From an optimization exercise on the open Yosys and OpenROAD flow, aimed at small area, a short achievable clock period and few clock cycles per item; shortcuts taken in it are not production practice.
Function was checked by simulation only, so behaviour that the tests miss may differ from the original.
Power and IR drop assume default switching activity.

`flow/constraint.sdc`:
```
create_clock -name core_clock -period 6.0 [get_ports {clk}]
set_input_delay 1.2000 -clock core_clock [delete_from_list [all_inputs] [get_ports {clk}]]
set_output_delay 1.2000 -clock core_clock [all_outputs]
set_load 0.01 [all_outputs]
```
`flow/run.sh`:
```
#!/bin/bash
# synth_recipe.tcl (not shown) runs the flow's synth.tcl, then flattens the netlist and writes it again
# the make line also repeats each setting of config.mk as NAME=value (left out here)
make -C /OpenROAD-flow-scripts/flow DESIGN_CONFIG=/design/flow/config.mk WORK_HOME=/design/flow/orfs CLKGATE_MAP_FILE= SYNTH_SCRIPT=/design/flow/synth_recipe.tcl finish
```
`flow/config.mk`:
```
export PLATFORM = sky130hd
export DESIGN_NAME = blocked_process_delay_table
export DESIGN_NICKNAME = blocked_process_delay_table
export VERILOG_FILES = /design/flow/design.v
export SDC_FILE = /design/flow/constraint.sdc
export NUM_CORES = 4
export LEC_CHECK = 0
export CAP_MARGIN = 20
export CORE_MARGIN = 2
export CORE_UTILIZATION = 55
export SETUP_SLACK_MARGIN = 3.3
export SLEW_MARGIN = 20
export TNS_END_PERCENT = 5
```
`flow/design.v`:
```
package bpdt_pkg;
    localparam int TABLE_DEPTH = 64;
    localparam int CNT_W       = $clog2(TABLE_DEPTH + 1);
    localparam int ID_W   = 16;
    localparam int TICK_W = 8;
    localparam int WAIT_W = 16;
    localparam int OCC_W  = 7;
    localparam int OFS_W  = WAIT_W + 1;
endpackage
module blocked_process_delay_table (
    input  logic                          clk,
    input  logic                          rst_n,
    input  logic                          in_valid,
    output logic                          in_stall,
    input  logic                          arrival_valid,
    input  logic [bpdt_pkg::ID_W-1:0]     process_id,
    input  logic [bpdt_pkg::TICK_W-1:0]   block_ticks,
    input  logic [bpdt_pkg::WAIT_W-1:0]   wait_so_far,
    output logic                          out_valid,
    input  logic                          out_stall,
    output logic                          released_valid,
    output logic [bpdt_pkg::ID_W-1:0]     released_id,
    output logic [bpdt_pkg::WAIT_W-1:0]   released_wait,
    output logic [bpdt_pkg::OCC_W-1:0]    occupancy,
    output logic                          arrival_dropped
);
    localparam int TABLE_DEPTH = bpdt_pkg::TABLE_DEPTH;
    localparam int CNT_W       = bpdt_pkg::CNT_W;
    localparam int ID_W        = bpdt_pkg::ID_W;
    localparam int TICK_W      = bpdt_pkg::TICK_W;
    localparam int WAIT_W      = bpdt_pkg::WAIT_W;
    localparam int OCC_W       = bpdt_pkg::OCC_W;
    localparam int OFS_W       = bpdt_pkg::OFS_W;
    localparam int N     = TABLE_DEPTH;
    localparam int GRP   = 8;                 
    localparam int NG    = N / GRP;
    localparam int RES_W = 1 + ID_W + WAIT_W + OCC_W + 1;
    localparam int QD    = 4;                 
    localparam int OWE   = QD + 1;            
    logic              stall_q;
    logic              a_v;
    logic              a_arr;
    logic [ID_W-1:0]   a_id;
    logic [TICK_W-1:0] a_blk;
    logic [WAIT_W-1:0] a_wso;
    assign in_stall = stall_q;
    always_ff @(posedge clk or negedge rst_n)
    begin
        if (!rst_n)
            a_v <= 1'b0;
        else
            a_v <= in_valid && !stall_q;
    end
    always_ff @(posedge clk)
    begin
        a_arr <= arrival_valid;
        a_id  <= process_id;
        a_blk <= block_ticks;
        a_wso <= wait_so_far;
    end
    logic [N-1:0]      v_q;                   
    logic [N-1:0]      f_q;                   
    logic [N-1:0]      r_q;                   
    logic [ID_W-1:0]   id_q [N];
    logic [OFS_W-1:0]  s_q  [N];
    logic [TICK_W-1:0] e_q  [N];
    logic [CNT_W-1:0]  cnt_q;                 
    logic [TICK_W-1:0] tk_q;                  
    logic [TICK_W-1:0] ti_q;                  
    logic [OFS_W-1:0]  g_q;                   
    logic              tick, full, acc, blk_le1, blk_le2;
    logic              rel_tab, rel_new;
    logic [N:0]        sor;                   
    logic [N:0]        hor;                   
    logic [N-1:0]      shift;
    logic [N-1:0]      rel;                   
    logic [N-1:0]      vn, fn;                
    logic [OFS_W-1:0]  s_new;
    logic [TICK_W-1:0] e_new;
    logic [CNT_W-1:0]  cnt_next;
    assign tick    = a_v;
    assign full    = cnt_q[CNT_W-1];
    assign acc     = tick && a_arr && !full;
    assign blk_le1 = (a_blk[TICK_W-1:1] == '0);
    assign blk_le2 = (a_blk <= TICK_W'(2));
    assign s_new   = {1'b0, a_wso} - g_q;
    assign e_new   = a_blk + ti_q;
    function automatic logic [N:0] suffix_or(input logic [N-1:0] x);
        logic [NG-1:0] gor;
        logic [NG:0]   gsuf;
        logic [N:0]    r;
        for (int k = 0; k < NG; k++)
            gor[k] = |x[k*GRP +: GRP];
        gsuf[NG] = 1'b0;
        for (int k = NG - 1; k >= 0; k--)
            gsuf[k] = |(gor >> k);
        for (int k = 0; k < NG; k++)
            for (int j = 0; j < GRP; j++)
                r[k*GRP + j] = gsuf[k+1] | (|(x[k*GRP +: GRP] >> j));
        r[N] = 1'b0;
        suffix_or = r;
    endfunction
    assign sor = suffix_or(f_q);
    assign hor = suffix_or(~v_q);
    assign rel_tab = tick && sor[0];
    assign rel_new = acc && blk_le1 && !sor[0];
    always_comb
    begin
        for (int i = 0; i < N; i++)
        begin
            shift[i] = acc && hor[i];
            rel[i]   = tick && f_q[i] && !sor[i+1];
            vn[i]    = v_q[i] && !rel[i];
            fn[i]    = (f_q[i] || (tick && v_q[i] && (e_q[i] == tk_q))) && !rel[i];
        end
    end
    logic [CNT_W-1:0] cnt_acc, cnt_acc_rel;
    assign cnt_acc     = acc ? cnt_q + CNT_W'(1) : cnt_q;
    assign cnt_acc_rel = acc ? cnt_q : cnt_q - CNT_W'(1);
    assign cnt_next    = (rel_tab || rel_new) ? cnt_acc_rel : cnt_acc;
    always_ff @(posedge clk or negedge rst_n)
    begin
        if (!rst_n)
        begin
            v_q   <= '0;
            f_q   <= '0;
            cnt_q <= '0;
            tk_q  <= '0;
            ti_q  <= {{(TICK_W-1){1'b1}}, 1'b0};
            g_q   <= '0;
        end
        else
        begin
            for (int i = 0; i < N; i++)
            begin
                if (i == 0)
                begin
                    v_q[i] <= shift[i] ? !rel_new : vn[i];
                    f_q[i] <= shift[i] ? (blk_le2 && !rel_new) : fn[i];
                end
                else
                begin
                    v_q[i] <= shift[i] ? vn[i-1] : vn[i];
                    f_q[i] <= shift[i] ? fn[i-1] : fn[i];
                end
            end
            cnt_q <= cnt_next;
            if (tick)
            begin
                tk_q <= tk_q + TICK_W'(1);
                ti_q <= ti_q + TICK_W'(1);
                g_q  <= g_q + (a_arr ? OFS_W'(2) : OFS_W'(1));
            end
        end
    end
    always_ff @(posedge clk)
    begin
        for (int i = 0; i < N; i++)
        begin
            if (i == 0)
                r_q[i] <= shift[i] ? rel_new : rel[i];
            else
                r_q[i] <= shift[i] ? rel[i-1] : rel[i];
            if (shift[i])
            begin
                if (i == 0)
                begin
                    id_q[i] <= a_id;
                    s_q[i]  <= s_new;
                    e_q[i]  <= e_new;
                end
                else
                begin
                    id_q[i] <= id_q[i-1];
                    s_q[i]  <= s_q[i-1];
                    e_q[i]  <= e_q[i-1];
                end
            end
        end
    end
    logic              b_v;
    logic              b_rv;
    logic [OCC_W-1:0]  b_occ;
    logic              b_drop;
    logic [ID_W-1:0]   sel_id;
    logic [OFS_W-1:0]  sel_s;
    always_ff @(posedge clk or negedge rst_n)
    begin
        if (!rst_n)
            b_v <= 1'b0;
        else
            b_v <= tick;
    end
    always_ff @(posedge clk)
    begin
        b_rv   <= rel_tab || rel_new;
        b_occ  <= OCC_W'(cnt_next);
        b_drop <= a_arr && full;
    end
    always_comb
    begin
        sel_id = '0;
        sel_s  = '0;
        for (int i = 0; i < N; i++)
        begin
            sel_id = sel_id | ({ID_W{r_q[i]}}  & id_q[i]);
            sel_s  = sel_s  | ({OFS_W{r_q[i]}} & s_q[i]);
        end
    end
    logic              d_v;
    logic              d_rv;
    logic [ID_W-1:0]   d_id;
    logic [OFS_W-1:0]  d_s;
    logic [OCC_W-1:0]  d_occ;
    logic              d_drop;
    logic [OFS_W-1:0]  g_d;                   
    always_ff @(posedge clk or negedge rst_n)
    begin
        if (!rst_n)
            d_v <= 1'b0;
        else
            d_v <= b_v;
    end
    always_ff @(posedge clk)
    begin
        d_rv   <= b_rv;
        d_id   <= sel_id;
        d_s    <= sel_s;
        d_occ  <= b_occ;
        d_drop <= b_drop;
        g_d    <= g_q;
    end
    logic [OFS_W-1:0]  w_sum;
    logic [WAIT_W-1:0] d_wait;
    logic [RES_W-1:0]  r_data;
    assign w_sum  = d_s + g_d;
    assign d_wait = w_sum[OFS_W-1] ? '1 : w_sum[WAIT_W-1:0];
    assign r_data = {d_rv, d_id, d_wait, d_occ, d_drop};
    logic             o_v;
    logic [RES_W-1:0] o_data;
    logic [RES_W-1:0] q_data [QD];
    logic [1:0]       q_rp, q_wp;
    logic [2:0]       q_cnt;
    logic [2:0]       owe_q, owe_next;
    logic             o_free, q_empty, q_pop, q_push;
    assign o_free  = !o_v || !out_stall;
    assign q_empty = (q_cnt == 3'd0);
    assign q_pop   = o_free && !q_empty;
    assign q_push  = d_v && !(o_free && q_empty);
    always_ff @(posedge clk or negedge rst_n)
    begin
        if (!rst_n)
        begin
            o_v     <= 1'b0;
            q_rp    <= '0;
            q_wp    <= '0;
            q_cnt   <= '0;
            owe_q   <= '0;
            stall_q <= 1'b0;
        end
        else
        begin
            if (o_free)
                o_v <= !q_empty || d_v;
            if (q_pop)
                q_rp <= q_rp + 2'd1;
            if (q_push)
                q_wp <= q_wp + 2'd1;
            q_cnt   <= q_cnt + 3'(q_push) - 3'(q_pop);
            owe_q   <= owe_next;
            stall_q <= (owe_next >= 3'(OWE));
        end
    end
    assign owe_next = owe_q + 3'(in_valid && !stall_q) - 3'(o_v && !out_stall);
    always_ff @(posedge clk)
    begin
        if (o_free)
            o_data <= q_empty ? r_data : q_data[q_rp];
        if (d_v)
            q_data[q_wp] <= r_data;
    end
    assign out_valid = o_v;
    assign {released_valid, released_id, released_wait, occupancy, arrival_dropped} = o_data;
endmodule
```
==> results.json, run 1 <==
{
  "gr-total-overflow": 0,
  "max_cap_viol_count": 0,
  "syn-num-nets": 7014,
  "crit_path_start": "r_q[33]",
  "grt_max_degree": 106,
  "grt_pass1_wl_um": 634000,
  "dpl.hpwl_um": 268000,
  "ioPinCount": 88,
  "max_freq_ghz": 0.300,
  "drt_iter0_markers": 16014,
  "cts_tree": "built",
  "hold_class": "input pin to async pin",
  "ys_seq_area_share_pct": 77.8,
  "antenna_found_initial": 36,
  "row_count": 171,
  "clkTransAtPathRegs_ns": 0.06,
  "powerDensity_nw_per_um2": 454,
  "yosys_warnings": 4,
  "slew_headroom_pct": 6.94,
  "die_w_um": 470,
  "start_util_pct": 55.2,
  "min_period_ns": 3.33,
  "critPathBufInv": 1,
  "hold_viol": 0,
  "rsz0062_at_grt": "yes",
  "die_h_um": 470,
  "crit_arrival_ns": 4.10,
  "vias": 79921,
  "synth.distinct_cells": 77,
  "portBuffers": 87,
  "p_leak_nw": 46.3,
  "ff2ff_setup_slack_ns": 2.67,
  "grtUsageTotal_pct": 42.4,
  "p_int_mw": 44.0,
  "r2r-start": "r_q[33]",
  "swShare_pct": 30.3,
  "place_congestion": 0.937,
  "setup_viol": 0,
  "crit_slowest_cell": "dfxtp_2",
  "place_ws_ns": 1.46,
  "endpoint": "d_id[11]",
  "avgSynthCellArea_um2": 17.3,
  "ys_ff_latch": 3185,
  "ant_nets": 0,
  "drive_gt1_share_pct": 15.7,
  "dieArea_um2": 221000,
  "setup_slack_ns": 2.67,
  "synth_edf_count": 2829,
  "syn_area_um2": 120000,
  "path_depth": 4,
  "start_kind": "register",
  "routedWlPerCell_um": 45.8,
  "vdd_drop_max_mv": 0.577,
  "status": "no timing/DRC/antenna violations",
  "worst_slew_pin_slew_ns": 1.40,
  "slew_violations": 0,
  "hold_buffers": 0,
  "syn2layout_area_growth_pct": 16.1,
  "grt_pass1_vias": 74583,
  "fin_worst_skew_ns": 0.0859,
  "core-area_um2": 217000,
  "drt-total-wl_um": 483000,
  "regToRegEndpoint": "d_id[11]",
  "endpoint_kind": "register",
  "combPwrFrac_pct": 17.2,
  "path_cells": "buf_4, a221oi_1, nand4_1, or4_1",
  "synth_area_leader_cell": "edfxtp_1",
  "slowest_delay_ns": 1.13,
  "routed_via_density": 7.58,
  "final_common_cell": "edfxtp_1",
  "p_switching_mw": 19.1,
  "ys.flop_type": "edfxtp_1",
  "worstSkewPairLatency_ns": 0.99,
  "clock_tree.buffer_depth": 4,
  "cts_made_buffers": 331,
  "synthCells": 6910,
  "critPathRequiredTime_ns": 6.77,
  "final_cell_mix": "edfxtp_1 (2829), a22o_1 (537), a221oi_1 (529)",
  "synthArstFlopShare_pct": 5.75,
  "nets": 7457,
  "critical_path_class": "register to register",
  "crit_family": "flip-flops",
  "remaining_drc_errors": 0,
  "ff2ff_path_depth": 4,
  "synth_area_leaders": "edfxtp_1 (71%), a22o_1 (3.9%), a221oi_1 (3.9%)",
  "period_share_pct": 55.6,
  "netlist.area_leader.share_pct": 71.1,
  "clock_sink_count": 3185,
  "cts_max_level": 5,
  "setup_tns_ns": 0,
  "clockRootBuffer": "clkbuf_16",
  "drtPass1Iterations": 9,
  "cp_max_fo": 22,
  "clockPowerShare_pct": 32.6,
  "power_frac_seq_pct": 50.2
}
==> synth_stat cells, drive strengths merged (4+ instances only) <==
| library cell | number |
|---|---|
| nand3b | 9 |
| dfrtp | 176 |
| mux2i | 60 |
| nor4 | 89 |
| and2 | 12 |
| a22o | 537 |
| nand2 | 277 |
| clkbuf | 297 |
| nand4 | 250 |
| and3 | 19 |
| o21bai | 5 |
| nor2 | 155 |
| inv | 102 |
| a31oi | 39 |
| edfxtp | 2829 |
| mux4 | 41 |
| or3 | 18 |
| o32ai | 5 |
| nor2b | 20 |
| nand3 | 100 |
| xor2 | 208 |
| buf | 65 |
| dfxtp | 173 |
| xnor2 | 379 |
| and4 | 10 |
| o21ai | 104 |
| a21o | 9 |
| a41oi | 6 |
| a211o | 4 |
| a21oi | 90 |
| a21boi | 4 |
| o22ai | 20 |
| dfstp | 7 |
| o21a | 21 |
| nor3 | 57 |
| fa | 6 |
| nand2b | 19 |
| ha | 53 |
| or2 | 6 |
| a221oi | 529 |
| or4 | 40 |
| mux2 | 27 |
==> final cells by class <==
class / instances / area [um2]
timing repair inverter: 5 / 40.0
sequential: 3185 / 93200
clock inverter: 172 / 1630
multi-input combinational: 3264 / 25900
fill: 15242 / 77700
tap: 2854 / 3570
antenna: 85 / 213
timing repair buffer: 463 / 4790
clock buffer: 412 / 8890
inverter: 103 / 559
==> worst register-to-register path: cells and delay by family, from the launching register on <==
family	cells	cell delay [ns]
AO/OA/AOI/OAI	1	0.24
buffers and inverters	1	0.86
flip-flops	1	1.13
AND/OR/NAND/NOR	2	0.89
==> worst min path at each step <==
stage	slack, ns	from	to
final	0.21	rst_n	g_q[10]
after global routing	0.26	rst_n	g_q[10]
after CTS	0.24	rst_n	g_q[10]
after detailed placement	0.31	b_occ[3]	d_occ[3]
after global placement	0.31	b_occ[3]	d_occ[3]
after floorplan	0.31	b_drop	d_drop
==> routing by layer <==
metal  wire (um)  track usage (%)  vias to the layer above
li1            -                -                    28959
met3       85500             18.8                     2330
met4       41200             27.2                       28
met1      162000             55.5                    39793
met5         437            0.238                        -
met2      194000             57.6                     8811
==> power groups by stage <==
stage / registers (mW) / clock network (mW) / logic [mW]
5_1_grt: 31.8 / 21.4 / 11.0
4_1_cts: 31.5 / 20.5 / 9.83
2_1_floorplan: 30.2 / 0 / 5.58
6_report: 31.6 / 20.6 / 10.8
3_3_place_gp: 31.9 / 0 / 9.25
3_5_place_dp: 31.9 / 0 / 9.35
==> state kept, by name (all words and copies together), names as in the netlist, 16 cells and up <==
name	flops
a_wso	16
r_q	64
v_q	64
f_q	64
g_q	17
o_data	41
s_q	1088
d_s	17
q_data	164
e_q	512
id_q	1024
g_d	17
a_id	16
d_id	16
==> kinds of logic (layout without fill, tap and decap cells) <==
| group | count (synthesis) | in the layout | synth area share (%) |
|---|---|---|---|
| flops | 3185 | 3185 | 77.8 |
| simple gates | 1088 | 1092 | 4.78 |
| compound gates | 1398 | 1398 | 9.46 |
| buf+inv | 465 | 1155 | 1.48 |
| fa+ha+maj | 59 | 59 | 0.655 |
| xor+xnor | 587 | 587 | 4.30 |
| other cells | 0 | 85 | 0 |
| mux | 128 | 128 | 1.53 |
==> what timing repair did <==
| action | in CTS | in global routing |
|---|---|---|
| gates resized for setup | 154 | 122 |
| gates cloned | 13 | 11 |
| endpoints found under the setup margin | 2931 | 2420 |
| pin swaps | 35 | 37 |
| buffers inserted | 82 | 81 |
==> metrics by stage <==
stage          util (%)  area (um2)  power, mW  hold slack [ns]  cells
3_5_place_dp       57.8      125000       41.3            0.312   9687
5_1_grt            64.1      139000       64.2            0.262  10503
3_3_place_gp       57.8      125000       41.1            0.311   9686
4_1_cts            63.3      137000       61.9            0.236  10366
2_1_floorplan         -      120000       35.8            0.310   6910
6_report           64.1      139000       63.0            0.211  10543
Testbench counts, summed over its fixed seeds: cycles 9,632, items 9,600.
==> run 2, diff against run 1 <==
--- a/flow/config.mk
+++ b/flow/config.mk
@@ -9,4 +9,7 @@
 export CORE_MARGIN = 2
 export CORE_UTILIZATION = 55
+export CTS_BUF_LIST = sky130_fd_sc_hd__clkbuf_16
+export CTS_CLUSTER_DIAMETER = 100
+export CTS_CLUSTER_SIZE = 25
 export SETUP_SLACK_MARGIN = 3.3
 export SLEW_MARGIN = 20
==> results.json, run 2 <==
{
  "grt_pass1_vias": 72740,
  "synth_area_leaders": "edfxtp_1 (71%), a22o_1 (3.9%), a221oi_1 (3.9%)",
  "yosys-top-cells-count": "edfxtp_1 (2829), a22o_1 (537), a221oi_1 (529), xnor2_1 (379), clkbuf_1 (297)",
  "drt_iter0_markers": 16419,
  "synth_edf_count": 2829,
  "drt-total-wl_um": 474000,
  "cts_tree": "built",
  "dpl.hpwl_um": 268000,
  "clock_sink_count": 3185,
  "yosys_warnings": 4,
  "ys_ff_latch": 3185,
  "synthMuxAreaShare_pct": 1.53,
  "status": "no timing/DRC/antenna violations",
  "powerDensity_nw_per_um2": 408,
  "path_cells": "buf_4, a22o_1, a221oi_1, nand4_1, or4_1",
  "ff2ff_setup_slack_ns": 2.62,
  "max_cap_viol_count": 0,
  "remaining_drc_errors": 0,
  "setup_tns_ns": 0,
  "synth-simple-area-share_pct": 4.78,
  "clock_tree.buffer_depth": 3,
  "die_w_um": 470,
  "drtPass1Iterations": 9,
  "portBuffers": 87,
  "vias": 78515,
  "final_util_pct": 61.1,
  "setup_viol": 0,
  "drive_gt1_share_pct": 12.3,
  "slowest_delay_ns": 1.05,
  "nets": 7246,
  "routed_via_density": 7.74,
  "max_freq_ghz": 0.295,
  "syn2layout_area_growth_pct": 10.6,
  "critical_path_class": "register to register",
  "largestRegisters": "s_q: 1088 flops, id_q: 1024 flops, e_q: 512 flops",
  "synth_most_common_cell": "edfxtp_1",
  "hold_viol": 0,
  "syn_area_um2": 120000,
  "cts_made_buffers": 146,
  "fin_worst_skew_ns": 0.0452,
  "final_cell_mix": "edfxtp_1 (2829), a22o_1 (537), a221oi_1 (529)",
  "rsz0062_at_grt": "yes",
  "start_kind": "register",
  "gr-total-overflow": 0,
  "regMostFlops": "s_q",
  "avgSynthCellArea_um2": 17.3,
  "routedWlPerCell_um": 46.7,
  "clkTransAtPathRegs_ns": 0.10,
  "netlist.area_leader.share_pct": 71.1,
  "period_share_pct": 56.4,
  "grtUsageTotal_pct": 41.9,
  "synthCells": 6910,
  "synth_compound_area_share_pct": 9.46,
  "synth_area_leader_cell": "edfxtp_1",
  "ys_seq_area_share_pct": 77.8,
  "synth-xor-area-share_pct": 4.30,
  "slew_violations": 0,
  "ant_nets": 0,
  "ys.flop_type": "edfxtp_1",
  "p_leak_nw": 43.3,
  "syn-num-nets": 7014,
  "synth.distinct_cells": 77,
  "synth_top_family_by_area": "compound AO/OA/AOI/OAI gates",
  "min_period_ns": 3.38,
  "crit_slowest_cell": "dfxtp_2",
  "synthArstFlopShare_pct": 5.75,
  "vdd_drop_max_mv": 0.644,
  "largest_reg_flops": 1088,
  "crit_arrival_ns": 4.06,
  "final_common_cell": "edfxtp_1",
  "worstSkewPairLatency_ns": 0.89,
  "critPathRequiredTime_ns": 6.68,
  "die_h_um": 470,
  "critPathBufInv": 1,
  "synth_fa_ha_area_share_pct": 0.655,
  "ioPinCount": 88,
  "antenna_found_initial": 32,
  "clockRootBuffer": "clkbuf_16",
  "cts_max_level": 4,
  "row_count": 171,
  "grt_pass1_wl_um": 625000,
  "dieArea_um2": 221000,
  "worst_slew_pin_slew_ns": 1.37,
  "crit_family": "flip-flops",
  "hold_class": "input pin to async pin",
  "grt_max_degree": 106,
  "endpoint_kind": "register",
  "place_congestion": 0.937,
  "start_util_pct": 55.2,
  "slew_headroom_pct": 8.64,
  "core-area_um2": 217000,
  "cp_max_fo": 22
}
run 2: cell counts after synthesis:
No cell type changed its count.
run 2: final cells by class:
| type | count | area [um2] |
|---|---|---|
| Clock inverter | 86 | 385 |
| Clock buffer | 150 | 3750 |
| Timing Repair Buffer | 437 | 4520 |
| Tap cell | 2854 | 3570 |
| Antenna cell | 59 | 148 |
| Timing Repair inverter | 6 | 52.6 |
| Inverter | 103 | 543 |
| Multi-Input combinational cell | 3263 | 26100 |
| Sequential cell | 3185 | 93200 |
| Fill cell | 15931 | 84200 |
run 2: power by group:
| part | internal, mW | switching (mW) |
|---|---|---|
| Combinational | 3.52 | 7.23 |
| Sequential | 28.5 | 3.08 |
| Clock | 4.59 | 6.99 |
| Total | 36.7 | 17.3 |
run 2: per-stage QoR:
step                setup WS [ns]  hold slack (ns)  instance area [um2]  power (mW)  std cells
CTS                          2.89            0.320               131000        52.8      10028
global route                 2.82            0.344               132000        55.0      10107
global placement             1.49            0.311               125000        41.1       9686
detailed placement           1.46            0.312               125000        41.3       9687
floorplan                    2.73            0.310               120000        35.8       6910
finish                       2.62            0.294               132000        54.0      10143
run 2: path summary, 6_finish.rpt:
kind / startpoint / to / cells past startpoint
setup / recovery: r_q[61] / d_id[0] / 5
hold / removal: rst_n / g_q[5] / 1
setup reg to reg: r_q[61] / d_id[0] / 5
hold reg to reg: b_occ[0] / d_occ[0] / 0
max in group asynchronous: rst_n / v_q[29] / 2
min in group core_clock: b_occ[0] / d_occ[0] / 0
run 2: kinds of logic (layout without fill, tap and decap cells):
group | count (synthesis) | in the layout
DFF | 3185 | 3185
and+or+nand+nor | 1088 | 1091
AOI/OAI and AO/OA | 1398 | 1398
other | 0 | 59
adders and majority gates | 59 | 59
muxes | 128 | 128
buffers and inverters | 465 | 782
xor gates and xnor gates | 587 | 587
run 2: what timing repair did:
action                                   CTS  global route
gates cloned                              14             5
endpoints found under the setup margin  2933          2332
gates resized for setup                  158           163
hold buffers                               0             0
pin swaps                                 35            36
buffers inserted                          91            51
run 2: routing by layer:
layer	GRT usage (%)	vias up	part of all wire (%)
met5	0	-	0.058
met4	24.9	36	8.3
met3	17.5	2203	17
met2	58.0	8594	40
met1	55.4	39376	34
li1	-	28306	-
==> run 3, diff against run 2 <==
==> flow/flow/run.sh (new file) <==
#!/bin/bash
# Own layout flow: the standard layout (standard.sh) with two changes:
#  - synthesis maps the logic with flow/abc.script (see flow/synth.tcl);
#  - the port buffers that ORFS inserts are buf_4 cells.
# Everything else, including the flow settings in config.mk, is standard.sh's.
# The whole make output goes to make.log here; ORFS keeps each step's log
# under orfs/logs.
set -euo pipefail
W=$(pwd)
sed -e "s#SYNTH_SCRIPT=[^ ]*#SYNTH_SCRIPT=$W/flow/synth.tcl#" standard.sh > own_standard.sh
grep -q "SYNTH_SCRIPT=$W/flow/synth.tcl" own_standard.sh
export OWN_ABC_SCRIPT=$W/flow/abc.script
export BUFFER_PORTS_ARGS="-buffer_cell sky130_fd_sc_hd__buf_4"
bash own_standard.sh > make.log 2>&1
test -s out/final.def
==> flow/flow/abc.script (new file) <==
strash
&get -n
&st
&dch
&nf {D}
&put
buffer -c
upsize {D}
dnsize {D}
==> flow/flow/synth.tcl (new file) <==
# The standard synthesis (synth_recipe.tcl), with one change: the ABC
# technology-mapping script is flow/abc.script instead of ORFS's. Flip-flops
# are mapped before ABC runs, so registers, their names and cell types are
# those of the standard synthesis.
proc synth {args} { yosys synth -nofsm -noshare {*}$args }
proc abc {args} {
  set i [lsearch -exact $args -script]
  if {$i >= 0} { lset args [expr {$i + 1}] $::env(OWN_ABC_SCRIPT) }
  yosys abc {*}$args
}
source $::env(SCRIPTS_DIR)/synth.tcl
# left out here: clear keep_hierarchy, flatten, clean up, hide names made inside functions, write 1_2_yosys.v
==> flow/standard.sh (new file) <==
#!/bin/bash
# synth_recipe.tcl (not shown) runs the flow's synth.tcl, then flattens the netlist and writes it again
# the make line also repeats each setting of config.mk as NAME=value (left out here)
make -C /OpenROAD-flow-scripts/flow DESIGN_CONFIG=/design/flow/config.mk WORK_HOME=/design/flow/orfs CLKGATE_MAP_FILE= SYNTH_SCRIPT=/design/flow/synth_recipe.tcl "${@:-finish}"
removed: flow/run.sh
==> results.json, run 3 <==
{
  "start_kind": "register",
  "portBuffers": 87,
  "clockRootBuffer": "clkbuf_16",
  "synth_most_common_cell": "edfxtp_1",
  "netlist.area_leader.share_pct": 71.7,
  "ys_ff_latch": 3185,
  "p_leak_nw": 43.0,
  "avgSynthCellArea_um2": 17.3,
  "grtUsageTotal_pct": 29.3,
  "vdd_drop_max_mv": 0.329,
  "ant_nets": 0,
  "worstSkewPairLatency_ns": 0.86,
  "worst_slew_pin_slew_ns": 1.29,
  "syn-num-nets": 6953,
  "routed_via_density": 6.68,
  "min_period_ns": 3.20,
  "status": "no timing/DRC/antenna violations",
  "dpl.hpwl_um": 210000,
  "slew_violations": 0,
  "routedWlPerCell_um": 32.8,
  "grt_pass1_wl_um": 465000,
  "cts_made_buffers": 146,
  "max_freq_ghz": 0.313,
  "powerDensity_nw_per_um2": 425,
  "ys.flop_type": "edfxtp_1",
  "nets": 7102,
  "final_cell_mix": "edfxtp_1 (2829), nand2_1 (445), a222oi_1 (402)",
  "fin_worst_skew_ns": 0.0400,
  "synth_area_leader_cell": "edfxtp_1",
  "core-area_um2": 214000,
  "cts_tree": "built",
  "endpoint_kind": "register",
  "synthArstFlopShare_pct": 5.75,
  "setup_tns_ns": 0,
  "cts_max_level": 4,
  "gr-total-overflow": 0,
  "hold_viol": 0,
  "yosys_warnings": 4,
  "row_count": 170,
  "setup_viol": 0,
  "drt-total-wl_um": 326000,
  "remaining_drc_errors": 0,
  "place_ws_ns": 1.44,
  "ioPinCount": 88,
  "setup_slack_ns": 2.80,
  "grt_max_degree": 96,
  "critPathRequiredTime_ns": 6.58,
  "period_share_pct": 53.3,
  "ys_seq_area_share_pct": 78.5,
  "place_congestion": 0.888,
  "grt_pass1_vias": 63578,
  "crit_arrival_ns": 3.77,
  "synth.distinct_cells": 70,
  "regMostFlops": "s_q",
  "synthCells": 6849,
  "drtPass1Iterations": 9,
  "cp_max_fo": 33,
  "clock_sink_count": 3185,
  "start_util_pct": 55.2,
  "critical_path_class": "register to register",
  "clock_tree.buffer_depth": 3,
  "rsz0062_at_grt": "yes",
  "die_h_um": 468,
  "max_cap_viol_count": 0,
  "yosys-top-cells-count": "edfxtp_1 (2829), nand2_1 (449), a222oi_1 (402), xnor2_1 (362), a22oi_1 (308)",
  "vias": 66414,
  "final_common_cell": "edfxtp_1",
  "dieArea_um2": 219000,
  "largest_reg_flops": 1088,
  "antenna_found_initial": 17,
  "slew_headroom_pct": 13.3,
  "hold_class": "register to register",
  "synth_edf_count": 2829,
  "largestRegisters": "s_q: 1088 flops, id_q: 1024 flops, e_q: 512 flops",
  "syn_area_um2": 118000,
  "synth_area_leaders": "edfxtp_1 (72%), dfrtp_1 (3.7%), a222oi_1 (3.4%)",
  "drive_gt1_share_pct": 11.5,
  "drt_iter0_markers": 10947,
  "die_w_um": 468,
  "syn2layout_area_growth_pct": 9.23,
  "clkTransAtPathRegs_ns": 0.10
}
## run 3: path summary, 6_finish.rpt
| path | start | end | slack [ns] | cells past startpoint |
|---|---|---|---|---|
| worst max register to register | r_q[41] | d_id[0] | 2.80 | 6 |
| worst max-delay path | r_q[41] | d_id[0] | 2.80 | 6 |
| max in group asynchronous | rst_n | tk_q[5] | 4.33 | 2 |
| min in group asynchronous | rst_n | q_rp[0] | 0.38 | 1 |
| worst min register to register | b_drop | d_drop | 0.33 | 0 |
| worst min-delay path | b_drop | d_drop | 0.33 | 0 |
## run 3: cell families after synthesis
group	synth area share (%)
flops	78.5
simple gates	5.34
compound gates	7.61
xor+xnor	4.40
buf+inv	1.47
mux	2.01
fa+ha+maj	0.661
## run 3: worst max-delay path: stages (launching register included)
cell and delay, ns:
dfxtp_1 0.31, buf_4 0.29, a22o_1 0.27, a221oi_1 0.28, nand4_1 0.39, nor4_1 0.85
nand2_1 0.50
## run 3: area by class of cell
type	count	area, um2
Fill cell	15852	85000
Sequential cell	3185	93100
Inverter	91	443
Timing Repair inverter	4	31.3
Clock buffer	150	3750
Tap cell	2838	3550
Timing Repair Buffer	358	3340
Clock inverter	103	505
Antenna cell	5	12.5
Multi-Input combinational cell	3212	24700
## run 3: timing repair
item / 4_1_cts / 5_1_grt
hold buffers: 0 / 0
resized for setup: 138 / 79
cloned: 15 / 6
setup endpoints to repair: 2942 / 2262
pin swaps: 33 / 21
setup buffers: 63 / 27
## run 3: per-layer routing
metal / wire, um / up-vias / GRT usage [%] / share of wire [%]
li1: - / 27866 / - / -
met1: 131000 / 34347 / 42.9 / 40
met2: 151000 / 3832 / 45.0 / 46
met3: 32100 / 365 / 5.25 / 9.9
met4: 11300 / 4 / 9.72 / 3.5
met5: 32 / - / 0 / 0.0098
## run 3: stage by stage
step | hold WS [ns] | instance area, um2 | std cells | utilization [%] | power [mW]
CTS | 0.334 | 129000 | 9908 | 60.0 | 54.8
global placement | 0.314 | 123000 | 9575 | 57.4 | 42.7
detailed placement | 0.312 | 123000 | 9577 | 57.4 | 43.0
finish | 0.333 | 129000 | 9946 | 60.3 | 54.9
floorplan | 0.310 | 119000 | 6849 | - | 38.3
global route | 0.353 | 129000 | 9942 | 60.3 | 57.1
## run 3: where the power goes
part	internal [mW]	total, mW	switching [mW]
logic	3.70	10.8	7.12
clock network	4.63	11.5	6.83
registers	29.8	32.7	2.88
==> run 4, diff against run 3 <==
==> flow/flow/abc.script (replaced) <==
strash
&get -n
&st
&dch -f
&nf {D}
&put
buffer -c
upsize {D}
dnsize {D}
--- a/flow/config.mk
+++ b/flow/config.mk
@@ -8,5 +8,5 @@
 export CAP_MARGIN = 20
 export CORE_MARGIN = 2
-export CORE_UTILIZATION = 55
+export CORE_UTILIZATION = 60
 export CTS_BUF_LIST = sky130_fd_sc_hd__clkbuf_16
 export CTS_CLUSTER_DIAMETER = 100
@@ -14,3 +14,3 @@
 export SETUP_SLACK_MARGIN = 3.3
 export SLEW_MARGIN = 20
-export TNS_END_PERCENT = 5
+export TNS_END_PERCENT = 20
==> results.json, run 4 <==
{
  "powerDensity_nw_per_um2": 438,
  "crit_slowest_cell": "nor4_4",
  "fin_worst_skew_ns": 0.0313,
  "cts_tree": "built",
  "ys.flop_type": "edfxtp_1",
  "syn_area_um2": 118000,
  "yosys-top-cells-count": "edfxtp_1 (2829), nand2_1 (439), a222oi_1 (402), xnor2_1 (346), clkbuf_1 (309)",
  "dpl.hpwl_um": 193000,
  "p_leak_nw": 43.4,
  "worst_slew_pin_slew_ns": 1.18,
  "final_util_pct": 66.2,
  "slew_violations": 0,
  "ant_nets": 0,
  "fin_hold_ws_ns": 0.268,
  "rsz0062_at_grt": "yes",
  "die_w_um": 448,
  "max_cap_viol_count": 0,
  "crit_arrival_ns": 3.63,
  "avgSynthCellArea_um2": 17.3,
  "ys_ff_latch": 3185,
  "largest_reg_flops": 1088,
  "dp.cells": 9313,
  "drtPass1Iterations": 11,
  "cp_max_fo": 6,
  "synth.distinct_cells": 69,
  "vdd_drop_max_mv": 0.361,
  "synth_most_common_cell": "edfxtp_1",
  "hold_class": "input pin to async pin",
  "final_common_cell": "edfxtp_1",
  "synth_area_leader_cell": "edfxtp_1",
  "critical_path_class": "register to register",
  "grt_max_degree": 95,
  "largestRegisters": "s_q: 1088 flops, id_q: 1024 flops, e_q: 512 flops",
  "place_congestion": 0.844,
  "ys_seq_area_share_pct": 78.6,
  "clockRootBuffer": "clkbuf_16",
  "clkTransAtPathRegs_ns": 0.10,
  "stdcell_count": 9791,
  "final_area_um2": 130000,
  "period_share_pct": 50.1,
  "dieArea_um2": 201000,
  "routedWlPerCell_um": 30.7,
  "core-area_um2": 197000,
  "drt_iter0_markers": 11379,
  "start_util_pct": 60.2,
  "syn2layout_area_growth_pct": 10.0,
  "path_cells": "nand4_1, nor4_4, and4_4, a31oi_4, or3_4, o21bai_4, buf_6, buf_12, buf_16",
  "status": "no timing/DRC/antenna violations",
  "synthArstFlopShare_pct": 5.75,
  "synthCells": 6821,
  "synth_area_leaders": "edfxtp_1 (72%), dfrtp_1 (3.7%), a222oi_1 (3.4%)",
  "clock_sink_count": 3185,
  "routed_via_density": 6.64,
  "start_kind": "register",
  "setup_viol": 0,
  "synth_edf_count": 2829,
  "drt-total-wl_um": 300000,
  "min_period_ns": 3.01,
  "grt_pass1_vias": 61849,
  "antenna_found_initial": 24,
  "slowest_delay_ns": 0.48,
  "grtUsageTotal_pct": 29.4,
  "regMostFlops": "s_q",
  "setup_slack_ns": 2.99,
  "dpl_cell_area_um2": 122000,
  "setup_tns_ns": 0,
  "nFillCells": 13546,
  "nets": 7138,
  "worstSkewPairLatency_ns": 0.86,
  "yosys_warnings": 4,
  "hold_buffers": 0,
  "endpoint_kind": "register",
  "cts_made_buffers": 145,
  "critPathRequiredTime_ns": 6.62,
  "gr-total-overflow": 0,
  "remaining_drc_errors": 0,
  "slew_headroom_pct": 21.2,
  "cts_max_level": 4,
  "die_h_um": 448,
  "vias": 64996,
  "row_count": 163,
  "drive_gt1_share_pct": 13.0,
  "netlist.area_leader.share_pct": 71.8,
  "syn-num-nets": 6925,
  "final_cell_mix": "edfxtp_1 (2829), nand2_1 (429), a222oi_1 (402)",
  "place_ws_ns": 1.57,
  "ioPinCount": 88,
  "max_freq_ghz": 0.332,
  "total_power_mw": 57.0,
  "clock_tree.buffer_depth": 3,
  "hold_viol": 0,
  "portBuffers": 87,
  "grt_pass1_wl_um": 430000
}
-- run 4: changes by cell type after synthesis, sizes merged, moves of 8 or more --
cell,change
xor2,+13
nor2,+16
a41o,-8
xnor2,-16
nand2,-9
o21a,+8
mux2,+8
o21ai,-19
nand3,-10
nand3b,-11
and3,-8
-- run 4: kinds of logic (layout without fill, tap and decap cells) --
| logic type | Yosys count | after routing | synth area share [%] |
|---|---|---|---|
| AOI/OAI and AO/OA | 1120 | 1126 | 7.58 |
| adders and majority gates | 59 | 59 | 0.662 |
| muxes | 187 | 187 | 2.06 |
| and+or+nand+nor | 1225 | 1229 | 5.26 |
| buffers and inverters | 453 | 767 | 1.45 |
| xor gates and xnor gates | 592 | 592 | 4.38 |
| other | 0 | 6 | 0 |
| DFF | 3185 | 3185 | 78.6 |
-- run 4: path summary, 6_finish.rpt --
kind	start	to	slack [ns]	cells after the start
max	v_q[14]	id_q[0][3]	2.99	9
min	rst_n	o_v	0.27	1
min reg2reg	a_id[11]	id_q[0][11]	0.41	0
max in group asynchronous	rst_n	tk_q[3]	4.42	2
min in group core_clock	a_id[11]	id_q[0][11]	0.41	0
max reg2reg	v_q[14]	id_q[0][3]	2.99	9
-- run 4: per-layer routing --
layer	part of all wire, %	global-route usage [%]
met1	41	43.3
met2	47	46.1
met3	9.2	5.47
met4	2.4	7.04
met5	0.019	0
-- run 4: power by group --
part	total (mW)	switching (mW)	internal (mW)
Sequential	34.0	3.31	30.6
Clock	11.3	6.67	4.66
Combinational	11.7	7.53	4.20
-- run 4: final cells by class --
class	instances	area (um2)	area share, %
sequential	3185	93100	71.5
multi-input combinational	3193	25000	19.2
timing repair buffer	406	3900	3.00
clock buffer	150	3750	2.88
tap	2640	3300	2.54
clock inverter	108	532	0.408
inverter	86	482	0.370
timing repair inverter	17	153	0.117
antenna	6	15.0	0.0115
-- run 4: worst max-delay path, delay by kind of cell (launching register included) --
family / cells / cell delay [ns]
buffers and inverters: 3 / 0.46
AND/OR/NAND/NOR: 4 / 1.45
flip-flops: 1 / 0.46
AO/OA/AOI/OAI: 2 / 0.38
-- run 4: timing repair --
action | 4_1_cts | 5_1_grt
cloned | 32 | 5
endpoints found under the setup margin | 2713 | 2350
gates resized for setup | 180 | 182
pin swaps | 37 | 58
buffers inserted | 105 | 71
==> run 5, diff against run 4 <==
--- a/flow/design.v
+++ b/flow/design.v
@@ -36,5 +36,5 @@
     localparam int NG    = N / GRP;
     localparam int RES_W = 1 + ID_W + WAIT_W + OCC_W + 1;
-    localparam int QD    = 4;                 
+    localparam int QD    = 3;                 
     localparam int OWE   = QD + 1;            
     logic              stall_q;
@@ -45,18 +45,9 @@
     logic [WAIT_W-1:0] a_wso;
     assign in_stall = stall_q;
-    always_ff @(posedge clk or negedge rst_n)
-    begin
-        if (!rst_n)
-            a_v <= 1'b0;
-        else
-            a_v <= in_valid && !stall_q;
-    end
-    always_ff @(posedge clk)
-    begin
-        a_arr <= arrival_valid;
-        a_id  <= process_id;
-        a_blk <= block_ticks;
-        a_wso <= wait_so_far;
-    end
+    assign a_v      = in_valid && !stall_q;
+    assign a_arr    = arrival_valid;
+    assign a_id     = process_id;
+    assign a_blk    = block_ticks;
+    assign a_wso    = wait_so_far;
     logic [N-1:0]      v_q;                   
     logic [N-1:0]      f_q;                   
@@ -244,4 +235,7 @@
     logic [2:0]       owe_q, owe_next;
     logic             o_free, q_empty, q_pop, q_push;
+    function automatic logic [1:0] inc3(input logic [1:0] p);
+        inc3 = (p == 2'd2) ? 2'd0 : p + 2'd1;
+    endfunction
     assign o_free  = !o_v || !out_stall;
     assign q_empty = (q_cnt == 3'd0);
@@ -264,7 +258,7 @@
                 o_v <= !q_empty || d_v;
             if (q_pop)
-                q_rp <= q_rp + 2'd1;
+                q_rp <= inc3(q_rp);
             if (q_push)
-                q_wp <= q_wp + 2'd1;
+                q_wp <= inc3(q_wp);
             q_cnt   <= q_cnt + 3'(q_push) - 3'(q_pop);
             owe_q   <= owe_next;
--- a/flow/config.mk
+++ b/flow/config.mk
@@ -8,5 +8,5 @@
 export CAP_MARGIN = 20
 export CORE_MARGIN = 2
-export CORE_UTILIZATION = 60
+export CORE_UTILIZATION = 55
 export CTS_BUF_LIST = sky130_fd_sc_hd__clkbuf_16
 export CTS_CLUSTER_DIAMETER = 100
@@ -14,3 +14,3 @@
 export SETUP_SLACK_MARGIN = 3.3
 export SLEW_MARGIN = 20
-export TNS_END_PERCENT = 20
+export TNS_END_PERCENT = 5
==> results.json, run 5 <==
{
  "p_int_mw": 38.0,
  "setup_viol": 0,
  "slew_violations": 0,
  "combPwrFrac_pct": 21.1,
  "critical_path_class": "input pin to register",
  "dpl_cell_area_um2": 120000,
  "drt-total-wl_um": 320000,
  "drt_iter0_markers": 10901,
  "grt_pass1_vias": 62120,
  "place_congestion": 0.878,
  "ant_nets": 0,
  "netlist.area_leader.share_pct": 72.4,
  "nFillCells": 15589,
  "routedWlPerCell_um": 32.7,
  "setup_tns_ns": 0,
  "cts_max_level": 4,
  "final_cell_mix": "edfxtp_1 (2788), a222oi_1 (408), xnor2_1 (393)",
  "ff2ff_setup_slack_ns": 2.87,
  "yosys_warnings": 4,
  "synth_area_leaders": "edfxtp_1 (72%), dfrtp_1 (3.8%), a222oi_1 (3.5%)",
  "p_leak_nw": 41.2,
  "antenna_found_initial": 18,
  "vdd_drop_max_mv": 0.335,
  "final_common_cell": "edfxtp_1",
  "syn2layout_area_growth_pct": 9.01,
  "swShare_pct": 31.9,
  "powerDensity_nw_per_um2": 443,
  "synthArstFlopShare_pct": 5.84,
  "syn_area_um2": 116000,
  "grt_max_degree": 93,
  "regMostFlops": "s_q",
  "clkTransAtPathRegs_ns": 0.10,
  "ys_ff_latch": 3101,
  "crit_arrival_ns": 3.74,
  "ff2ff_path_depth": 5,
  "gr-total-overflow": 0,
  "cp_max_fo": 11,
  "row_count": 168,
  "vias": 64828,
  "endpoint": "s_q[0][15]",
  "cts_tree": "built",
  "period_share_pct": 52.7,
  "yosys-top-cells-count": "edfxtp_1 (2788), a222oi_1 (408), xnor2_1 (394), nand2_1 (363), a22oi_1 (343)",
  "multi_input_area_um2": 23900,
  "synth_edf_count": 2788,
  "routed_via_density": 6.62,
  "dpl.hpwl_um": 211000,
  "slew_headroom_pct": 20.9,
  "clock_sink_count": 3101,
  "r2r-start": "r_q[51]",
  "rsz0062_at_grt": "yes",
  "critPathRequiredTime_ns": 6.58,
  "synth_most_common_cell": "edfxtp_1",
  "max_cap_viol_count": 0,
  "worstSkewPairLatency_ns": 0.84,
  "drive_gt1_share_pct": 10.7,
  "grtUsageTotal_pct": 29.3,
  "final_area_um2": 126000,
  "ioPinCount": 88,
  "portBuffers": 87,
  "hold_class": "input pin to async pin",
  "largestRegisters": "s_q: 1088 flops, id_q: 1024 flops, e_q: 512 flops",
  "syn-num-nets": 6868,
  "worst_slew_pin_slew_ns": 1.19,
  "clockPowerShare_pct": 20.2,
  "ff_latch_area_um2": 91000,
  "avgSynthCellArea_um2": 17.1,
  "regToRegEndpoint": "d_s[16]",
  "largest_reg_flops": 1088,
  "synth_area_leader_cell": "edfxtp_1",
  "status": "no timing/DRC/antenna violations",
  "ys_seq_area_share_pct": 78.6,
  "power_frac_seq_pct": 58.7,
  "p_switching_mw": 17.8,
  "core-area_um2": 209000,
  "remaining_drc_errors": 0,
  "start_kind": "input pin",
  "dieArea_um2": 214000,
  "die_w_um": 463,
  "cts_made_buffers": 144,
  "max_freq_ghz": 0.316,
  "grt_pass1_wl_um": 455000,
  "synth.distinct_cells": 70,
  "drtPass1Iterations": 11,
  "die_h_um": 463,
  "start_util_pct": 55.3,
  "clockRootBuffer": "clkbuf_16",
  "fin_worst_skew_ns": 0.0354,
  "synthCells": 6768,
  "clock_tree.buffer_depth": 3,
  "endpoint_kind": "register",
  "nets": 6990,
  "ys.flop_type": "edfxtp_1",
  "crit_path_start": "in_valid",
  "hold_viol": 0,
  "min_period_ns": 3.16
}
## run 5: changes by cell type after synthesis, sizes merged, moves of 20 or more
cell	delta
xnor2	+48
a22oi	+35
xor2	-52
mux4	-41
nand2	-75
a21oi	+70
clkbuf	+26
a31oi	-20
nor3	-30
dfxtp	-41
nand4	+41
nor2	+26
edfxtp	-41
## run 5: cell families (layout without fill, tap and decap cells)
| group | after synthesis | count (layout) | share of synthesized area, % |
|---|---|---|---|
| mux | 117 | 118 | 1.04 |
| compound gates | 1225 | 1226 | 8.27 |
| flops | 3101 | 3101 | 78.6 |
| fa+ha+maj | 55 | 55 | 0.634 |
| buf+inv | 460 | 656 | 1.51 |
| simple gates | 1222 | 1228 | 5.53 |
| xor+xnor | 588 | 588 | 4.45 |
| other cells | 0 | 10 | 0 |
## run 5: worst min-delay path by stage
stage | startpoint | endpoint
detailed placement | b_drop | d_drop
floorplan | b_drop | d_drop
finish | rst_n | d_v
global route | rst_n | o_v
CTS | rst_n | d_v
global placement | b_drop | d_drop
## run 5: repair_timing
item	4_1_cts	5_1_grt
endpoints found under the setup margin	2893	2183
pin swaps	30	19
hold buffers	0	0
resized for setup	111	50
setup buffers	74	21
cloned	17	7
## run 5: cell type report
type,count,area share (%)
timing repair inverter,3,0.0179
antenna,10,0.0198
clock buffer,149,2.96
clock inverter,79,0.360
timing repair buffer,342,2.49
tap,2805,2.78
multi-input combinational,3215,18.9
sequential,3101,72.1
inverter,83,0.312
## run 5: layer usage
| metal | vias up | GRT usage, % | share of wire [%] |
|---|---|---|---|
| li1 | 27537 | - | - |
| met1 | 33412 | 42.0 | 40 |
| met2 | 3484 | 44.6 | 46 |
| met3 | 387 | 6.83 | 10 |
| met4 | 8 | 9.58 | 3.6 |
| met5 | - | 0 | 0.018 |
## run 5: power by group through the flow
stage	logic [mW]	registers [mW]	clock network (mW)
after floorplan	6.78	31.7	0
after global placement	10.6	33.1	0
after detailed placement	10.8	33.2	0
after CTS	11.5	32.8	11.4
after global routing	12.5	33.2	12.1
final	11.8	32.8	11.3
## run 5: metrics by stage
stage                     utilization [%]  cells  setup slack [ns]  hold WS (ns)  power (mW)
after floorplan                         -   6768              1.30         0.310        38.4
after global placement               57.3   9427              1.29         0.313        43.7
after detailed placement             57.4   9430              1.24         0.328        44.0
after CTS                            60.0   9749              2.76         0.260        55.7
after global routing                 60.2   9778              2.81         0.278        57.9
final                                60.2   9787              2.84         0.280        55.9
## run 5: worst max-delay path, cell delays in order
cell and delay (ns):
buf_4 0.20, nand2b_4 0.15, or3_4 0.47, buf_12 0.18, nor2_2 0.62, or3_4 0.28, nor2_4 0.04, clkinvlp_4 0.11
buf_12 0.18, buf_6 0.14, buf_16 0.11
Testbench counts of run 5, summed over its fixed seeds: cycles 9,624, items 9,600.
==> run 6, diff against run 5 <==
--- a/flow/design.v
+++ b/flow/design.v
@@ -36,5 +36,5 @@
     localparam int NG    = N / GRP;
     localparam int RES_W = 1 + ID_W + WAIT_W + OCC_W + 1;
-    localparam int QD    = 3;                 
+    localparam int QD    = 4;                 
     localparam int OWE   = QD + 1;            
     logic              stall_q;
@@ -45,9 +45,18 @@
     logic [WAIT_W-1:0] a_wso;
     assign in_stall = stall_q;
-    assign a_v      = in_valid && !stall_q;
-    assign a_arr    = arrival_valid;
-    assign a_id     = process_id;
-    assign a_blk    = block_ticks;
-    assign a_wso    = wait_so_far;
+    always_ff @(posedge clk or negedge rst_n)
+    begin
+        if (!rst_n)
+            a_v <= 1'b0;
+        else
+            a_v <= in_valid && !stall_q;
+    end
+    always_ff @(posedge clk)
+    begin
+        a_arr <= arrival_valid;
+        a_id  <= process_id;
+        a_blk <= block_ticks;
+        a_wso <= wait_so_far;
+    end
     logic [N-1:0]      v_q;                   
     logic [N-1:0]      f_q;                   
@@ -77,10 +86,7 @@
     assign s_new   = {1'b0, a_wso} - g_q;
     assign e_new   = a_blk + ti_q;
-    function automatic logic [N:0] suffix_or(input logic [N-1:0] x);
-        logic [NG-1:0] gor;
+    function automatic logic [N:0] suffix_or(input logic [N-1:0] x, input logic [NG-1:0] gor);
         logic [NG:0]   gsuf;
         logic [N:0]    r;
-        for (int k = 0; k < NG; k++)
-            gor[k] = |x[k*GRP +: GRP];
         gsuf[NG] = 1'b0;
         for (int k = NG - 1; k >= 0; k--)
@@ -92,6 +98,11 @@
         suffix_or = r;
     endfunction
-    assign sor = suffix_or(f_q);
-    assign hor = suffix_or(~v_q);
+    logic [NG-1:0]     fgc, hg_q;
+    logic [N-1:0]      v_next;
+    always_comb
+        for (int k = 0; k < NG; k++)
+            fgc[k] = |f_q[k*GRP +: GRP];
+    assign sor = suffix_or(f_q, fgc);
+    assign hor = suffix_or(~v_q, hg_q);
     assign rel_tab = tick && sor[0];
     assign rel_new = acc && blk_le1 && !sor[0];
@@ -106,4 +117,7 @@
         end
     end
+    always_comb
+        for (int i = 0; i < N; i++)
+            v_next[i] = shift[i] ? ((i == 0) ? !rel_new : vn[i-1]) : vn[i];
     logic [CNT_W-1:0] cnt_acc, cnt_acc_rel;
     assign cnt_acc     = acc ? cnt_q + CNT_W'(1) : cnt_q;
@@ -116,4 +130,5 @@
             v_q   <= '0;
             f_q   <= '0;
+            hg_q  <= '1;
             cnt_q <= '0;
             tk_q  <= '0;
@@ -125,15 +140,12 @@
             for (int i = 0; i < N; i++)
             begin
+                v_q[i] <= v_next[i];
                 if (i == 0)
-                begin
-                    v_q[i] <= shift[i] ? !rel_new : vn[i];
                     f_q[i] <= shift[i] ? (blk_le2 && !rel_new) : fn[i];
-                end
                 else
-                begin
-                    v_q[i] <= shift[i] ? vn[i-1] : vn[i];
                     f_q[i] <= shift[i] ? fn[i-1] : fn[i];
-                end
-            end
+            end
+            for (int k = 0; k < NG; k++)
+                hg_q[k] <= !(&v_next[k*GRP +: GRP]);
             cnt_q <= cnt_next;
             if (tick)
@@ -174,6 +186,6 @@
     logic [OCC_W-1:0]  b_occ;
     logic              b_drop;
-    logic [ID_W-1:0]   sel_id;
-    logic [OFS_W-1:0]  sel_s;
+    logic [ID_W-1:0]   sel_id [2];
+    logic [OFS_W-1:0]  sel_s  [2];
     always_ff @(posedge clk or negedge rst_n)
     begin
@@ -191,16 +203,19 @@
     always_comb
     begin
-        sel_id = '0;
-        sel_s  = '0;
-        for (int i = 0; i < N; i++)
-        begin
-            sel_id = sel_id | ({ID_W{r_q[i]}}  & id_q[i]);
-            sel_s  = sel_s  | ({OFS_W{r_q[i]}} & s_q[i]);
+        for (int h = 0; h < 2; h++)
+        begin
+            sel_id[h] = '0;
+            sel_s[h]  = '0;
+            for (int i = h * N / 2; i < (h + 1) * N / 2; i++)
+            begin
+                sel_id[h] = sel_id[h] | ({ID_W{r_q[i]}}  & id_q[i]);
+                sel_s[h]  = sel_s[h]  | ({OFS_W{r_q[i]}} & s_q[i]);
+            end
         end
     end
     logic              d_v;
     logic              d_rv;
-    logic [ID_W-1:0]   d_id;
-    logic [OFS_W-1:0]  d_s;
+    logic [ID_W-1:0]   d_id [2];
+    logic [OFS_W-1:0]  d_s  [2];
     logic [OCC_W-1:0]  d_occ;
     logic              d_drop;
@@ -216,6 +231,8 @@
     begin
         d_rv   <= b_rv;
-        d_id   <= sel_id;
-        d_s    <= sel_s;
+        d_id[0] <= sel_id[0];
+        d_id[1] <= sel_id[1];
+        d_s[0]  <= sel_s[0];
+        d_s[1]  <= sel_s[1];
         d_occ  <= b_occ;
         d_drop <= b_drop;
@@ -225,7 +242,7 @@
     logic [WAIT_W-1:0] d_wait;
     logic [RES_W-1:0]  r_data;
-    assign w_sum  = d_s + g_d;
+    assign w_sum  = (d_s[0] | d_s[1]) + g_d;
     assign d_wait = w_sum[OFS_W-1] ? '1 : w_sum[WAIT_W-1:0];
-    assign r_data = {d_rv, d_id, d_wait, d_occ, d_drop};
+    assign r_data = {d_rv, d_id[0] | d_id[1], d_wait, d_occ, d_drop};
     logic             o_v;
     logic [RES_W-1:0] o_data;
@@ -235,7 +252,4 @@
     logic [2:0]       owe_q, owe_next;
     logic             o_free, q_empty, q_pop, q_push;
-    function automatic logic [1:0] inc3(input logic [1:0] p);
-        inc3 = (p == 2'd2) ? 2'd0 : p + 2'd1;
-    endfunction
     assign o_free  = !o_v || !out_stall;
     assign q_empty = (q_cnt == 3'd0);
@@ -258,7 +272,7 @@
                 o_v <= !q_empty || d_v;
             if (q_pop)
-                q_rp <= inc3(q_rp);
+                q_rp <= q_rp + 2'd1;
             if (q_push)
-                q_wp <= inc3(q_wp);
+                q_wp <= q_wp + 2'd1;
             q_cnt   <= q_cnt + 3'(q_push) - 3'(q_pop);
             owe_q   <= owe_next;
==> results.json, run 6 <==
{
  "status": "no timing/DRC/antenna violations",
  "grtUsageTotal_pct": 24.2,
  "final_util_pct": 60.3,
  "clock_tree.buffer_depth": 3,
  "total_power_mw": 57.6,
  "rsz0062_at_grt": "yes",
  "place_congestion": 0.809,
  "synth_edf_count": 2829,
  "portBuffers": 87,
  "worst_slew_pin_slew_ns": 1.08,
  "clockRootBuffer": "clkbuf_16",
  "endpoint_kind": "register",
  "grt_max_degree": 93,
  "die_h_um": 470,
  "synth_most_common_cell": "edfxtp_1",
  "fin_worst_skew_ns": 0.0368,
  "max_freq_ghz": 0.348,
  "antenna_found_initial": 20,
  "crit_arrival_ns": 3.41,
  "largestRegisters": "s_q: 1088 flops, id_q: 1024 flops, e_q: 512 flops",
  "yosys-top-cells-count": "edfxtp_1 (2829), a222oi_1 (484), nand2_1 (311), xor2_1 (303), clkbuf_1 (295)",
  "dieArea_um2": 221000,
  "drtPass1Iterations": 13,
  "clockPowerShare_pct": 19.9,
  "drt_iter0_markers": 9880,
  "max_cap_viol_count": 0,
  "vdd_drop_max_mv": 0.331,
  "final_common_cell": "edfxtp_1",
  "drt-total-wl_um": 276000,
  "ys_seq_area_share_pct": 78.6,
  "min_period_ns": 2.88,
  "clock_sink_count": 3225,
  "powerDensity_nw_per_um2": 441,
  "setup_viol": 0,
  "slew_violations": 0,
  "row_count": 171,
  "swShare_pct": 31.3,
  "power_frac_seq_pct": 57.4,
  "dpl.hpwl_um": 180000,
  "syn2layout_area_growth_pct": 9.37,
  "ant_nets": 0,
  "nFillCells": 16121,
  "vias": 63968,
  "die_w_um": 470,
  "critical_path_class": "register to register",
  "ioPinCount": 88,
  "largest_reg_flops": 1088,
  "final_cell_mix": "edfxtp_1 (2829), a222oi_1 (484), nand2_1 (303)",
  "synthArstFlopShare_pct": 5.89,
  "grt_pass1_vias": 62179,
  "routedWlPerCell_um": 27.7,
  "combPwrFrac_pct": 22.7,
  "start_kind": "register",
  "drive_gt1_share_pct": 12.3,
  "start_util_pct": 55.2,
  "cts_max_level": 4,
  "ys_ff_latch": 3225,
  "synth.distinct_cells": 76,
  "synth_area_leader_cell": "edfxtp_1",
  "hold_buffers": 0,
  "critPathRequiredTime_ns": 6.53,
  "regMostFlops": "s_q",
  "slew_headroom_pct": 28.2,
  "routed_via_density": 6.42,
  "hold_viol": 0,
  "avgSynthCellArea_um2": 17.5,
  "cts_tree": "built",
  "period_share_pct": 48.0,
  "clkTransAtPathRegs_ns": 0.10,
  "ys.flop_type": "edfxtp_1",
  "p_int_mw": 39.6,
  "cp_max_fo": 44,
  "cts_made_buffers": 148,
  "syn-num-nets": 6944,
  "grt_pass1_wl_um": 408000,
  "synthCells": 6840,
  "p_switching_mw": 18.0,
  "setup_tns_ns": 0,
  "p_leak_nw": 42.9,
  "synth_area_leaders": "edfxtp_1 (71%), a222oi_1 (4.1%), dfrtp_1 (3.7%)",
  "yosys_warnings": 8,
  "nets": 7090,
  "remaining_drc_errors": 0,
  "syn_area_um2": 119000,
  "netlist.area_leader.share_pct": 71.1,
  "hold_class": "input pin to async pin",
  "core-area_um2": 217000,
  "gr-total-overflow": 0,
  "worstSkewPairLatency_ns": 0.85
}
==> run 6: cell families (layout without fill, tap and decap cells) <==
family,after synthesis,after routing,synth area share [%]
flip-flops,3225,3225,78.6
AND/OR/NAND/NOR,1202,1204,5.27
AO/OA/AOI/OAI,1177,1181,7.97
XOR/XNOR,596,596,4.37
buffers and inverters,419,682,1.34
multiplexers,162,162,1.83
adder cells (fa/ha/maj),59,59,0.656
other,0,5,0
==> run 6: cell type report <==
| class | count | area (um2) | share of cell area (%) |
|---|---|---|---|
| Antenna cell | 5 | 12.5 | 0.00958 |
| Clock buffer | 151 | 3780 | 2.89 |
| Clock inverter | 122 | 582 | 0.445 |
| Inverter | 70 | 300 | 0.230 |
| Multi-Input combinational cell | 3202 | 25400 | 19.4 |
| Sequential cell | 3225 | 93900 | 71.9 |
| Tap cell | 2854 | 3570 | 2.73 |
| Timing Repair Buffer | 333 | 3110 | 2.38 |
| Timing Repair inverter | 6 | 45.0 | 0.0345 |
==> run 6: final timing paths <==
kind	cells after the start	from	to	slack (ns)
max in group asynchronous	2	rst_n	tk_q[6]	4.50
worst max-delay path	8	hg_q[6]	s_q[0][14]	3.12
min in group core_clock	0	b_rv	d_rv	0.34
worst max register to register	8	hg_q[6]	s_q[0][14]	3.12
worst min-delay path	1	rst_n	owe_q[0]	0.26
worst min register to register	0	b_rv	d_rv	0.34
==> run 6: layer usage <==
layer  wire length (um)  GRT usage (%)  part of all wire, %  vias to the layer above
met5                 24              0               0.0087                        -
met4               4380           4.23                  1.6                        4
met3              20700           3.08                  7.5                      260
met2             134000           39.7                   49                     2791
met1             117000           35.6                   42                    32920
li1                   -              -                    -                    27993
==> run 6: stage by stage <==
step / std cells / worst slack [ns] / hold WS (ns) / instance area [um2]
floorplan: 6840 / 2.83 / 0.310 / 120000
global placement: 9580 / 1.75 / 0.323 / 124000
detailed placement: 9582 / 1.73 / 0.323 / 124000
CTS: 9902 / 3.11 / 0.257 / 129000
global route: 9964 / 3.08 / 0.271 / 131000
finish: 9968 / 3.12 / 0.265 / 131000
==> run 6: worst max-delay path, stage by stage (launching register included) <==
cell     delay (ns)
dfstp_2        0.41
or4_4          0.55
buf_8          0.18
nor3_4         0.23
and4_4         0.30
and4_2         0.32
and3_1         0.25
nor2_4         0.05
buf_8          0.21
==> run 6: what timing repair did <==
item	in CTS	in global routing
resized for setup	111	176
buffers inserted	34	57
endpoints found under the setup margin	2171	894
cloned	13	3
pin swaps	20	37
==> run 6: power groups by stage <==
stage,combinational [mW],clock (mW),sequential [mW]
after global routing,14.2,12.6,33.5
final,13.1,11.5,33.1
after floorplan,7.84,0,32.3
after CTS,12.4,11.8,33.1
after detailed placement,11.9,0,33.6
after global placement,11.8,0,33.4
Testbench counts of run 6, summed over its fixed seeds: cycles 9,632, items 9,600.

==> afterwards: timing with drivers on the ports <==
The flow's constraints put no driver on any port. The routed layouts listed below were extracted and timed again, unchanged, in two steps. Step 1 (the two cells are an assumption about what drives the block):
set clk [get_ports {clk}]
set_driving_cell -lib_cell sky130_fd_sc_hd__clkbuf_16 $clk
set_driving_cell -lib_cell sky130_fd_sc_hd__buf_2 [delete_from_list [all_inputs] $clk]
Step 2 also shifts input and output timing later by t, the mid clock arrival at the registers, as if the neighbouring blocks saw the same clock. a / b / c = ideal ports / drivers / drivers and shift; a / b = the first two.
| run | t, ns | slack for setup (ns) | worst setup path at the end | latest minus earliest clock arrival (ns) | worst data-port slew with drivers (ns) |
|---|---|---|---|---|---|
| run 1 | 1.046 | 2.666 / 2.666 / 2.264 | input to register | 0.090 / 0.089 | 0.06 |
| run 2 | 0.952 | 2.616 / 2.616 / 2.292 | input to register | 0.063 / 0.064 | 0.07 |
| run 3 | 0.932 | 2.803 / 2.803 / 2.497 | input to register | 0.048 / 0.048 | 0.08 |
| run 4 | 0.944 | 2.992 / 2.992 / 2.804 | input to register | 0.035 / 0.035 | 0.08 |
| run 5 | 0.917 | 2.838 / 2.870 / 1.987 | input to register | 0.041 / 0.042 | 0.05 |
| run 6 | 0.918 | 3.123 / 3.123 / 2.599 | input to register | 0.040 / 0.040 | 0.22 |
After both steps setup and hold are still met in every run listed. For run 5, which loses most, drivers alone change the setup slack by +0.032 ns; drivers and shift together by -0.851 ns.
